This is an optimization exercise on Yosys and OpenROAD, whose aim is small area and a short achievable clock period, not a production implementation. Only simulation tests tie the RTL to the original design; equivalence was not proved.

==> quartz <==
==> flow/design.v <==
`timescale 1ns/1ps
module riscv_core (
    input  logic        clk,
    input  logic        rst_n,
    input  logic [31:0] instr,
    input  logic [31:0] read_data,
    output logic [31:0] pc,
    output logic        mem_rd_en,
    output logic [31:0] read_addr,
    output logic        mem_wr_en,
    output logic [31:0] write_addr,
    output logic [31:0] wr_data
);
    logic [31:2] pc_q;
    logic        fetch_valid;
    logic        use_held;
    logic [31:0] held_instr;
    logic [31:0] dec_instr;
    logic        stall;
    always_ff @(posedge clk) begin
        if (!rst_n) begin
            pc_q        <= '0;
            fetch_valid <= 1'b0;
            use_held    <= 1'b0;
        end else begin
            if (!stall) begin
                pc_q <= pc_q + 30'd1;
            end
            fetch_valid <= 1'b1;
            use_held    <= stall;
        end
    end
    always_ff @(posedge clk) begin
        held_instr <= dec_instr;
    end
    assign pc        = {pc_q, 2'b00};
    assign dec_instr = use_held ? held_instr : instr;
    logic [6:0] opcode;
    logic [2:0] f3;
    logic [6:0] f7;
    logic [4:0] rd, rs1, rs2;
    assign opcode = dec_instr[6:0];
    assign f3     = dec_instr[14:12];
    assign f7     = dec_instr[31:25];
    assign rd     = dec_instr[11:7];
    assign rs1    = dec_instr[19:15];
    assign rs2    = dec_instr[24:20];
    logic is_op, op_ok, is_addi, is_lw, is_sw, valid, rs2_used, wen;
    assign is_op   = opcode == 7'b0110011;
    assign op_ok   = (f7 == 7'b0000000 && (f3 == 3'b000 || f3 == 3'b010 || f3 == 3'b100 ||
                                           f3 == 3'b110 || f3 == 3'b111)) ||
                     (f7 == 7'b0100000 && f3 == 3'b000);
    assign is_addi = opcode == 7'b0010011 && f3 == 3'b000;
    assign is_lw   = opcode == 7'b0000011 && f3 == 3'b010;
    assign is_sw   = opcode == 7'b0100011 && f3 == 3'b010;
    assign valid   = fetch_valid && ((is_op && op_ok) || is_addi || is_lw || is_sw);
    assign rs2_used = is_op || is_sw;
    assign wen     = !is_sw && rd != 5'd0;
    logic [4:0]  id_ex_rd;
    logic        id_ex_wen;        
    logic        id_ex_load;
    logic        id_ex_store;
    logic [31:0] alu_result;
    logic [4:0]  ex_mem_rd;
    logic        ex_mem_wen;
    logic        ex_mem_load;
    logic        ex_mem_store;
    logic [31:0] ex_mem_op1;
    logic [31:0] ex_mem_op2;
    logic [4:0]  wb_rd;
    logic        wb_wen;
    logic        wb_load;
    logic [31:0] wb_result;
    logic [31:0] wb_value;
    assign wb_value = wb_load ? read_data : wb_result;
    assign stall = valid && id_ex_load && id_ex_wen &&
                   (rs1 == id_ex_rd || (rs2_used && rs2 == id_ex_rd));
    logic [31:0] regs [1:31];
    always_ff @(posedge clk) begin
        for (int i = 1; i < 32; i++) begin
            if (wb_wen && wb_rd == 5'(i)) begin
                regs[i] <= wb_value;
            end
        end
    end
    logic        a_ex, a_mem, a_wb, b_ex, b_mem, b_wb;
    logic        a_ld, b_ld;
    logic [31:0] a_rest, b_rest, a_val, b_val;
    assign a_ex  = id_ex_wen && !id_ex_load && id_ex_rd == rs1;
    assign a_mem = ex_mem_wen && ex_mem_rd == rs1;
    assign a_wb  = wb_wen && wb_rd == rs1;
    assign b_ex  = id_ex_wen && !id_ex_load && id_ex_rd == rs2;
    assign b_mem = ex_mem_wen && ex_mem_rd == rs2;
    assign b_wb  = wb_wen && wb_rd == rs2;
    assign a_ld  = a_mem && ex_mem_load && !a_ex;
    assign b_ld  = b_mem && ex_mem_load && !b_ex;
    always_comb begin
        a_rest = '0;
        b_rest = '0;
        for (int i = 1; i < 32; i++) begin
            a_rest |= {32{rs1 == 5'(i) && !a_mem && !a_wb}} & regs[i];
            b_rest |= {32{rs2 == 5'(i) && !b_mem && !b_wb}} & regs[i];
        end
        a_rest |= {32{a_mem && !ex_mem_load}} & ex_mem_op1;
        b_rest |= {32{b_mem && !ex_mem_load}} & ex_mem_op1;
        a_rest |= {32{a_wb && !a_mem}} & wb_value;
        b_rest |= {32{b_wb && !b_mem}} & wb_value;
        a_val = a_ex ? alu_result : a_rest;
        b_val = b_ex ? alu_result : b_rest;
    end
    logic use_imm, do_sub, r_sum, r_and, r_or, r_xor, r_slt;
    assign use_imm = !is_op;
    assign do_sub  = is_op && (f7[5] || f3 == 3'b010);
    assign r_sum   = !is_op || f3 == 3'b000;
    assign r_slt   = is_op && f3 == 3'b010;
    assign r_xor   = is_op && f3 == 3'b100;
    assign r_or    = is_op && f3 == 3'b110;
    assign r_and   = is_op && f3 == 3'b111;
    logic        id_ex_a_ld, id_ex_b_ld;
    logic [31:0] id_ex_op1, id_ex_op2;
    logic [11:0] id_ex_imm;
    logic        id_ex_use_imm, id_ex_sub;
    logic        id_ex_r_sum, id_ex_r_and, id_ex_r_or, id_ex_r_xor, id_ex_r_slt;
    always_ff @(posedge clk) begin
        if (!rst_n || stall || !valid) begin
            id_ex_wen   <= 1'b0;
            id_ex_load  <= 1'b0;
            id_ex_store <= 1'b0;
        end else begin
            id_ex_wen   <= wen;
            id_ex_load  <= is_lw;
            id_ex_store <= is_sw;
        end
    end
    always_ff @(posedge clk) begin
        id_ex_rd      <= rd;
        id_ex_a_ld    <= a_ld;
        id_ex_b_ld    <= b_ld;
        id_ex_op1     <= a_val;
        id_ex_op2     <= b_val;
        id_ex_imm     <= is_sw ? {f7, rd} : dec_instr[31:20];
        id_ex_use_imm <= use_imm;
        id_ex_sub     <= do_sub;
        id_ex_r_sum   <= r_sum;
        id_ex_r_and   <= r_and;
        id_ex_r_or    <= r_or;
        id_ex_r_xor   <= r_xor;
        id_ex_r_slt   <= r_slt;
    end
    logic [31:0] ex_a, ex_b, alu_b, b_inv, sum;
    logic        slt;
    assign ex_a  = id_ex_a_ld ? read_data : id_ex_op1;
    assign ex_b  = id_ex_b_ld ? read_data : id_ex_op2;
    assign alu_b = id_ex_use_imm ? {{20{id_ex_imm[11]}}, id_ex_imm} : ex_b;
    assign b_inv = alu_b ^ {32{id_ex_sub}};
    assign sum   = ex_a + b_inv + {31'b0, id_ex_sub};
    assign slt   = (ex_a[31] ^ alu_b[31]) ? ex_a[31] : sum[31];
    assign alu_result = ({32{id_ex_r_sum}} & sum) |
                        ({32{id_ex_r_and}} & (ex_a & alu_b)) |
                        ({32{id_ex_r_or}}  & (ex_a | alu_b)) |
                        ({32{id_ex_r_xor}} & (ex_a ^ alu_b)) |
                        {31'b0, id_ex_r_slt & slt};
    always_ff @(posedge clk) begin
        if (!rst_n) begin
            ex_mem_wen   <= 1'b0;
            ex_mem_load  <= 1'b0;
            ex_mem_store <= 1'b0;
        end else begin
            ex_mem_wen   <= id_ex_wen;
            ex_mem_load  <= id_ex_load;
            ex_mem_store <= id_ex_store;
        end
    end
    always_ff @(posedge clk) begin
        ex_mem_rd  <= id_ex_rd;
        ex_mem_op1 <= alu_result;
        ex_mem_op2 <= ex_b;
    end
    assign mem_rd_en  = ex_mem_load;
    assign read_addr  = ex_mem_op1;
    assign mem_wr_en  = ex_mem_store;
    assign write_addr = ex_mem_op1;
    assign wr_data    = ex_mem_op2;
    always_ff @(posedge clk) begin
        if (!rst_n) begin
            wb_wen  <= 1'b0;
            wb_load <= 1'b0;
        end else begin
            wb_wen  <= ex_mem_wen;
            wb_load <= ex_mem_load;
        end
    end
    always_ff @(posedge clk) begin
        wb_rd     <= ex_mem_rd;
        wb_result <= ex_mem_op1;
    end
endmodule
==> flow/run.sh <==
#!/bin/bash
# synth_recipe.tcl (not shown) runs the flow's synth.tcl, then flattens the netlist and writes it again
# the make line also repeats each setting of config.mk as NAME=value (left out here)
make -C /OpenROAD-flow-scripts/flow DESIGN_CONFIG=/design/flow/config.mk WORK_HOME=/design/flow/orfs CLKGATE_MAP_FILE= SYNTH_SCRIPT=/design/flow/synth_recipe.tcl finish
==> flow/config.mk <==
export PLATFORM = sky130hd
export DESIGN_NAME = riscv_core
export DESIGN_NICKNAME = riscv_core
export VERILOG_FILES = /design/flow/design.v
export SDC_FILE = /design/flow/constraint.sdc
export NUM_CORES = 4
export LEC_CHECK = 0
export CAP_MARGIN = 20
export CORE_MARGIN = 2
export CORE_UTILIZATION = 40
export SLEW_MARGIN = 20
==> flow/constraint.sdc <==
create_clock -name core_clock -period 6.5 [get_ports {clk}]
set_input_delay 1.3000 -clock core_clock [delete_from_list [all_inputs] [get_ports {clk}]]
set_output_delay 1.3000 -clock core_clock [all_outputs]
set_load 0.01 [all_outputs]
==> inputs of sierra, as changes to quartz <==
--- a/flow/design.v
+++ b/flow/design.v
@@ -13,38 +13,29 @@
 );
     logic [31:2] pc_q;
     logic        fetch_valid;
-    logic        use_held;
-    logic [31:0] held_instr;
-    logic [31:0] dec_instr;
     logic        stall;
     always_ff @(posedge clk) begin
         if (!rst_n) begin
             pc_q        <= '0;
             fetch_valid <= 1'b0;
-            use_held    <= 1'b0;
         end else begin
             if (!stall) begin
                 pc_q <= pc_q + 30'd1;
             end
             fetch_valid <= 1'b1;
-            use_held    <= stall;
-        end
-    end
-    always_ff @(posedge clk) begin
-        held_instr <= dec_instr;
-    end
-    assign pc        = {pc_q, 2'b00};
-    assign dec_instr = use_held ? held_instr : instr;
+        end
+    end
+    assign pc = {pc_q, 2'b00};
     logic [6:0] opcode;
     logic [2:0] f3;
     logic [6:0] f7;
     logic [4:0] rd, rs1, rs2;
-    assign opcode = dec_instr[6:0];
-    assign f3     = dec_instr[14:12];
-    assign f7     = dec_instr[31:25];
-    assign rd     = dec_instr[11:7];
-    assign rs1    = dec_instr[19:15];
-    assign rs2    = dec_instr[24:20];
+    assign opcode = instr[6:0];
+    assign f3     = instr[14:12];
+    assign f7     = instr[31:25];
+    assign rd     = instr[11:7];
+    assign rs1    = instr[19:15];
+    assign rs2    = instr[24:20];
     logic is_op, op_ok, is_addi, is_lw, is_sw, valid, rs2_used, wen;
     assign is_op   = opcode == 7'b0110011;
     assign op_ok   = (f7 == 7'b0000000 && (f3 == 3'b000 || f3 == 3'b010 || f3 == 3'b100 ||
@@ -56,6 +47,7 @@
     assign valid   = fetch_valid && ((is_op && op_ok) || is_addi || is_lw || is_sw);
     assign rs2_used = is_op || is_sw;
     assign wen     = !is_sw && rd != 5'd0;
+    logic        id_ex_hold;       
     logic [4:0]  id_ex_rd;
     logic        id_ex_wen;        
     logic        id_ex_load;
@@ -73,8 +65,20 @@
     logic [31:0] wb_result;
     logic [31:0] wb_value;
     assign wb_value = wb_load ? read_data : wb_result;
-    assign stall = valid && id_ex_load && id_ex_wen &&
-                   (rs1 == id_ex_rd || (rs2_used && rs2 == id_ex_rd));
+    logic a_ex, a_mem, a_wb, b_ex, b_mem, b_wb;
+    assign a_ex  = id_ex_wen && id_ex_rd == rs1;
+    assign a_mem = ex_mem_wen && ex_mem_rd == rs1;
+    assign a_wb  = wb_wen && wb_rd == rs1;
+    assign b_ex  = id_ex_wen && id_ex_rd == rs2;
+    assign b_mem = ex_mem_wen && ex_mem_rd == rs2;
+    assign b_wb  = wb_wen && wb_rd == rs2;
+    assign stall = valid && !id_ex_hold && id_ex_load &&
+                   (a_ex || (rs2_used && b_ex));
+    logic a_ld, b_ld, a_ld2, b_ld2;
+    assign a_ld  = a_mem && ex_mem_load && !a_ex;
+    assign b_ld  = b_mem && ex_mem_load && !b_ex;
+    assign a_ld2 = a_ex && id_ex_load;
+    assign b_ld2 = b_ex && id_ex_load;
     logic [31:0] regs [1:31];
     always_ff @(posedge clk) begin
         for (int i = 1; i < 32; i++) begin
@@ -83,17 +87,7 @@
             end
         end
     end
-    logic        a_ex, a_mem, a_wb, b_ex, b_mem, b_wb;
-    logic        a_ld, b_ld;
     logic [31:0] a_rest, b_rest, a_val, b_val;
-    assign a_ex  = id_ex_wen && !id_ex_load && id_ex_rd == rs1;
-    assign a_mem = ex_mem_wen && ex_mem_rd == rs1;
-    assign a_wb  = wb_wen && wb_rd == rs1;
-    assign b_ex  = id_ex_wen && !id_ex_load && id_ex_rd == rs2;
-    assign b_mem = ex_mem_wen && ex_mem_rd == rs2;
-    assign b_wb  = wb_wen && wb_rd == rs2;
-    assign a_ld  = a_mem && ex_mem_load && !a_ex;
-    assign b_ld  = b_mem && ex_mem_load && !b_ex;
     always_comb begin
         a_rest = '0;
         b_rest = '0;
@@ -116,38 +110,56 @@
     assign r_xor   = is_op && f3 == 3'b100;
     assign r_or    = is_op && f3 == 3'b110;
     assign r_and   = is_op && f3 == 3'b111;
-    logic        id_ex_a_ld, id_ex_b_ld;
+    logic        id_ex_a_ld, id_ex_b_ld, id_ex_a_ld2, id_ex_b_ld2;
     logic [31:0] id_ex_op1, id_ex_op2;
     logic [11:0] id_ex_imm;
     logic        id_ex_use_imm, id_ex_sub;
     logic        id_ex_r_sum, id_ex_r_and, id_ex_r_or, id_ex_r_xor, id_ex_r_slt;
-    always_ff @(posedge clk) begin
-        if (!rst_n || stall || !valid) begin
+    logic [31:0] ex_a, ex_b;
+    always_ff @(posedge clk) begin
+        if (!rst_n) begin
+            id_ex_hold  <= 1'b0;
             id_ex_wen   <= 1'b0;
             id_ex_load  <= 1'b0;
             id_ex_store <= 1'b0;
-        end else begin
+        end else if (id_ex_hold) begin
+            id_ex_hold  <= 1'b0;
+        end else if (!valid) begin
+            id_ex_wen   <= 1'b0;
+            id_ex_load  <= 1'b0;
+            id_ex_store <= 1'b0;
+        end else begin
+            id_ex_hold  <= stall;
             id_ex_wen   <= wen;
             id_ex_load  <= is_lw;
             id_ex_store <= is_sw;
         end
     end
     always_ff @(posedge clk) begin
-        id_ex_rd      <= rd;
-        id_ex_a_ld    <= a_ld;
-        id_ex_b_ld    <= b_ld;
-        id_ex_op1     <= a_val;
-        id_ex_op2     <= b_val;
-        id_ex_imm     <= is_sw ? {f7, rd} : dec_instr[31:20];
-        id_ex_use_imm <= use_imm;
-        id_ex_sub     <= do_sub;
-        id_ex_r_sum   <= r_sum;
-        id_ex_r_and   <= r_and;
-        id_ex_r_or    <= r_or;
-        id_ex_r_xor   <= r_xor;
-        id_ex_r_slt   <= r_slt;
-    end
-    logic [31:0] ex_a, ex_b, alu_b, b_inv, sum;
+        if (id_ex_hold) begin
+            id_ex_op1  <= ex_a;
+            id_ex_op2  <= ex_b;
+            id_ex_a_ld <= id_ex_a_ld2;
+            id_ex_b_ld <= id_ex_b_ld2;
+        end else begin
+            id_ex_rd      <= rd;
+            id_ex_a_ld    <= a_ld;
+            id_ex_b_ld    <= b_ld;
+            id_ex_a_ld2   <= a_ld2;
+            id_ex_b_ld2   <= b_ld2;
+            id_ex_op1     <= a_val;
+            id_ex_op2     <= b_val;
+            id_ex_imm     <= is_sw ? {f7, rd} : instr[31:20];
+            id_ex_use_imm <= use_imm;
+            id_ex_sub     <= do_sub;
+            id_ex_r_sum   <= r_sum;
+            id_ex_r_and   <= r_and;
+            id_ex_r_or    <= r_or;
+            id_ex_r_xor   <= r_xor;
+            id_ex_r_slt   <= r_slt;
+        end
+    end
+    logic [31:0] alu_b, b_inv, sum;
     logic        slt;
     assign ex_a  = id_ex_a_ld ? read_data : id_ex_op1;
     assign ex_b  = id_ex_b_ld ? read_data : id_ex_op2;
@@ -161,7 +173,7 @@
                         ({32{id_ex_r_xor}} & (ex_a ^ alu_b)) |
                         {31'b0, id_ex_r_slt & slt};
     always_ff @(posedge clk) begin
-        if (!rst_n) begin
+        if (!rst_n || id_ex_hold) begin
             ex_mem_wen   <= 1'b0;
             ex_mem_load  <= 1'b0;
             ex_mem_store <= 1'b0;
--- a/flow/config.mk
+++ b/flow/config.mk
@@ -8,4 +8,5 @@
 export CAP_MARGIN = 20
 export CORE_MARGIN = 2
 export CORE_UTILIZATION = 40
+export SETUP_SLACK_MARGIN = 3.0
 export SLEW_MARGIN = 20
==> inputs of delta, as changes to quartz <==
--- a/flow/design.v
+++ b/flow/design.v
@@ -13,38 +13,29 @@
 );
     logic [31:2] pc_q;
     logic        fetch_valid;
-    logic        use_held;
-    logic [31:0] held_instr;
-    logic [31:0] dec_instr;
     logic        stall;
     always_ff @(posedge clk) begin
         if (!rst_n) begin
             pc_q        <= '0;
             fetch_valid <= 1'b0;
-            use_held    <= 1'b0;
         end else begin
             if (!stall) begin
                 pc_q <= pc_q + 30'd1;
             end
             fetch_valid <= 1'b1;
-            use_held    <= stall;
-        end
-    end
-    always_ff @(posedge clk) begin
-        held_instr <= dec_instr;
-    end
-    assign pc        = {pc_q, 2'b00};
-    assign dec_instr = use_held ? held_instr : instr;
+        end
+    end
+    assign pc = {pc_q, 2'b00};
     logic [6:0] opcode;
     logic [2:0] f3;
     logic [6:0] f7;
     logic [4:0] rd, rs1, rs2;
-    assign opcode = dec_instr[6:0];
-    assign f3     = dec_instr[14:12];
-    assign f7     = dec_instr[31:25];
-    assign rd     = dec_instr[11:7];
-    assign rs1    = dec_instr[19:15];
-    assign rs2    = dec_instr[24:20];
+    assign opcode = instr[6:0];
+    assign f3     = instr[14:12];
+    assign f7     = instr[31:25];
+    assign rd     = instr[11:7];
+    assign rs1    = instr[19:15];
+    assign rs2    = instr[24:20];
     logic is_op, op_ok, is_addi, is_lw, is_sw, valid, rs2_used, wen;
     assign is_op   = opcode == 7'b0110011;
     assign op_ok   = (f7 == 7'b0000000 && (f3 == 3'b000 || f3 == 3'b010 || f3 == 3'b100 ||
@@ -56,6 +47,7 @@
     assign valid   = fetch_valid && ((is_op && op_ok) || is_addi || is_lw || is_sw);
     assign rs2_used = is_op || is_sw;
     assign wen     = !is_sw && rd != 5'd0;
+    logic        id_ex_hold;       
     logic [4:0]  id_ex_rd;
     logic        id_ex_wen;        
     logic        id_ex_load;
@@ -73,8 +65,20 @@
     logic [31:0] wb_result;
     logic [31:0] wb_value;
     assign wb_value = wb_load ? read_data : wb_result;
-    assign stall = valid && id_ex_load && id_ex_wen &&
-                   (rs1 == id_ex_rd || (rs2_used && rs2 == id_ex_rd));
+    logic a_ex, a_mem, a_wb, b_ex, b_mem, b_wb;
+    assign a_ex  = id_ex_wen && id_ex_rd == rs1;
+    assign a_mem = ex_mem_wen && ex_mem_rd == rs1;
+    assign a_wb  = wb_wen && wb_rd == rs1;
+    assign b_ex  = id_ex_wen && id_ex_rd == rs2;
+    assign b_mem = ex_mem_wen && ex_mem_rd == rs2;
+    assign b_wb  = wb_wen && wb_rd == rs2;
+    assign stall = valid && !id_ex_hold && id_ex_load &&
+                   (a_ex || (rs2_used && b_ex));
+    logic a_ld, b_ld, a_ld2, b_ld2;
+    assign a_ld  = a_mem && ex_mem_load && !a_ex;
+    assign b_ld  = b_mem && ex_mem_load && !b_ex;
+    assign a_ld2 = a_ex && id_ex_load;
+    assign b_ld2 = b_ex && id_ex_load;
     logic [31:0] regs [1:31];
     always_ff @(posedge clk) begin
         for (int i = 1; i < 32; i++) begin
@@ -83,17 +87,7 @@
             end
         end
     end
-    logic        a_ex, a_mem, a_wb, b_ex, b_mem, b_wb;
-    logic        a_ld, b_ld;
     logic [31:0] a_rest, b_rest, a_val, b_val;
-    assign a_ex  = id_ex_wen && !id_ex_load && id_ex_rd == rs1;
-    assign a_mem = ex_mem_wen && ex_mem_rd == rs1;
-    assign a_wb  = wb_wen && wb_rd == rs1;
-    assign b_ex  = id_ex_wen && !id_ex_load && id_ex_rd == rs2;
-    assign b_mem = ex_mem_wen && ex_mem_rd == rs2;
-    assign b_wb  = wb_wen && wb_rd == rs2;
-    assign a_ld  = a_mem && ex_mem_load && !a_ex;
-    assign b_ld  = b_mem && ex_mem_load && !b_ex;
     always_comb begin
         a_rest = '0;
         b_rest = '0;
@@ -116,38 +110,56 @@
     assign r_xor   = is_op && f3 == 3'b100;
     assign r_or    = is_op && f3 == 3'b110;
     assign r_and   = is_op && f3 == 3'b111;
-    logic        id_ex_a_ld, id_ex_b_ld;
+    logic        id_ex_a_ld, id_ex_b_ld, id_ex_a_ld2, id_ex_b_ld2;
     logic [31:0] id_ex_op1, id_ex_op2;
     logic [11:0] id_ex_imm;
     logic        id_ex_use_imm, id_ex_sub;
     logic        id_ex_r_sum, id_ex_r_and, id_ex_r_or, id_ex_r_xor, id_ex_r_slt;
-    always_ff @(posedge clk) begin
-        if (!rst_n || stall || !valid) begin
+    logic [31:0] ex_a, ex_b;
+    always_ff @(posedge clk) begin
+        if (!rst_n) begin
+            id_ex_hold  <= 1'b0;
             id_ex_wen   <= 1'b0;
             id_ex_load  <= 1'b0;
             id_ex_store <= 1'b0;
-        end else begin
+        end else if (id_ex_hold) begin
+            id_ex_hold  <= 1'b0;
+        end else if (!valid) begin
+            id_ex_wen   <= 1'b0;
+            id_ex_load  <= 1'b0;
+            id_ex_store <= 1'b0;
+        end else begin
+            id_ex_hold  <= stall;
             id_ex_wen   <= wen;
             id_ex_load  <= is_lw;
             id_ex_store <= is_sw;
         end
     end
     always_ff @(posedge clk) begin
-        id_ex_rd      <= rd;
-        id_ex_a_ld    <= a_ld;
-        id_ex_b_ld    <= b_ld;
-        id_ex_op1     <= a_val;
-        id_ex_op2     <= b_val;
-        id_ex_imm     <= is_sw ? {f7, rd} : dec_instr[31:20];
-        id_ex_use_imm <= use_imm;
-        id_ex_sub     <= do_sub;
-        id_ex_r_sum   <= r_sum;
-        id_ex_r_and   <= r_and;
-        id_ex_r_or    <= r_or;
-        id_ex_r_xor   <= r_xor;
-        id_ex_r_slt   <= r_slt;
-    end
-    logic [31:0] ex_a, ex_b, alu_b, b_inv, sum;
+        if (id_ex_hold) begin
+            id_ex_op1  <= ex_a;
+            id_ex_op2  <= ex_b;
+            id_ex_a_ld <= id_ex_a_ld2;
+            id_ex_b_ld <= id_ex_b_ld2;
+        end else begin
+            id_ex_rd      <= rd;
+            id_ex_a_ld    <= a_ld;
+            id_ex_b_ld    <= b_ld;
+            id_ex_a_ld2   <= a_ld2;
+            id_ex_b_ld2   <= b_ld2;
+            id_ex_op1     <= a_val;
+            id_ex_op2     <= b_val;
+            id_ex_imm     <= is_sw ? {f7, rd} : instr[31:20];
+            id_ex_use_imm <= use_imm;
+            id_ex_sub     <= do_sub;
+            id_ex_r_sum   <= r_sum;
+            id_ex_r_and   <= r_and;
+            id_ex_r_or    <= r_or;
+            id_ex_r_xor   <= r_xor;
+            id_ex_r_slt   <= r_slt;
+        end
+    end
+    logic [31:0] alu_b, b_inv, sum;
     logic        slt;
     assign ex_a  = id_ex_a_ld ? read_data : id_ex_op1;
     assign ex_b  = id_ex_b_ld ? read_data : id_ex_op2;
@@ -161,7 +173,7 @@
                         ({32{id_ex_r_xor}} & (ex_a ^ alu_b)) |
                         {31'b0, id_ex_r_slt & slt};
     always_ff @(posedge clk) begin
-        if (!rst_n) begin
+        if (!rst_n || id_ex_hold) begin
             ex_mem_wen   <= 1'b0;
             ex_mem_load  <= 1'b0;
             ex_mem_store <= 1'b0;
--- a/flow/config.mk
+++ b/flow/config.mk
@@ -8,4 +8,6 @@
 export CAP_MARGIN = 20
 export CORE_MARGIN = 2
 export CORE_UTILIZATION = 40
+export CTS_BUF_LIST = sky130_fd_sc_hd__clkbuf_8
+export SETUP_SLACK_MARGIN = 2.0
 export SLEW_MARGIN = 20
==> impl_metrics.env <==
export IMPL_first_iter_violations=12770
export IMPL_post_route_cell_area_mm2=0.0688
export IMPL_stdcell_count=7072
export IMPL_peakVddDrop_uv=233
export IMPL_cellInternalPower_uw=14500
export IMPL_seqAreaFraction_pct=50.6
export IMPL_placedInstanceArea_mm2=0.0638
export IMPL_outcome="no timing/DRC/antenna violations"
export IMPL_multi_input_area_share_pct=30.8
export IMPL_layout_area_seq_mm2=0.0348
export IMPL_grt_first_pass_wirelength_um=477000
export IMPL_critical_path_slowest_cell="and2_1"
export IMPL_postSynthAreaPerCell_um2=12.6
export IMPL_crit_fanout=17
export IMPL_synthMuxAreaShare_pct=3.37
export IMPL_power_combinational_total_uw=3970
export IMPL_routed_wl_per_cell_um=52.8
the above is filed under delta

==> impl_metrics.env <==
export IMPL_outcome="no timing/DRC/antenna violations"
export IMPL_synthMuxAreaShare_pct=2.96
export IMPL_post_route_cell_area_mm2=0.0665
export IMPL_required_ns=7.12
export IMPL_wl_met2_um=115000
export IMPL_crit_fanout=31
export IMPL_comb_multi_input_count=2832
export IMPL_placedInstanceArea_mm2=0.0619
export IMPL_top_layer_used="met5"
export IMPL_layout_area_seq_mm2=0.0349
export IMPL_first_iter_violations=11421
export IMPL_seqAreaFraction_pct=52.5
export IMPL_routed_wl_per_cell_um=43.0
export IMPL_postSynthAreaPerCell_um2=12.4
export IMPL_cellInternalPower_uw=15300
export IMPL_post_cts_setup_repair_bufs=0
export IMPL_critical_path_slowest_cell="a22o_2"
export IMPL_grt_first_pass_wirelength_um=385000
the above is filed under quartz

==> impl_metrics.env <==
export IMPL_outcome="no timing/DRC/antenna violations"
export IMPL_critical_path_slowest_cell="a311oi_4"
export IMPL_multi_input_area_share_pct=31.2
export IMPL_synthMuxAreaShare_pct=3.37
export IMPL_postSynthAreaPerCell_um2=12.6
export IMPL_grt_first_pass_wirelength_um=484000
export IMPL_dominant_combinational_cell_family_by_area_after_synthesis="compound AO/OA/AOI/OAI gates"
export IMPL_first_iter_violations=13199
export IMPL_layout_area_seq_mm2=0.0348
export IMPL_antenna_found_initial=37
export IMPL_num_vias=55902
export IMPL_crit_fanout=3
export IMPL_stdcell_count=7281
export IMPL_post_route_cell_area_mm2=0.0749
export IMPL_placedInstanceArea_mm2=0.0639
export IMPL_peakVddDrop_uv=248
export IMPL_routed_wl_per_cell_um=52.3
export IMPL_cellInternalPower_uw=15900
the above is filed under sierra

[port drivers added, routing unchanged]
How much do the figures lean on ideal ports? The routed layouts below were timed once more, with nothing changed but the port constraints.
Step 1 sets driving cells, clkbuf_16 on the clock port and buf_2 on the other inputs (assumed; they add their load-dependent delay and slew).
Step 2 moves the port delays by t, midway between the first and last clock arrival at a register: inputs arrive t later, outputs are due t later. That takes back most of the time a late clock gives input paths.
Slacks: ideal / step 1 / step 2; pairs: ideal / step 1.
run | t (ns) | setup slack, ns | clock arrival spread, ns
quartz | 0.877 | 0.879 / 0.879 / 0.069 | 0.047 / 0.047
sierra | 0.863 | 2.592 / 2.613 / 1.750 | 0.034 / 0.033
delta | 1.044 | 1.729 / 1.780 / 0.736 | 0.047 / 0.046
After both steps every run listed still meets setup and hold. The setup slack of delta, which loses most, moves by +0.051 ns with the drivers and by -0.993 ns with both steps.
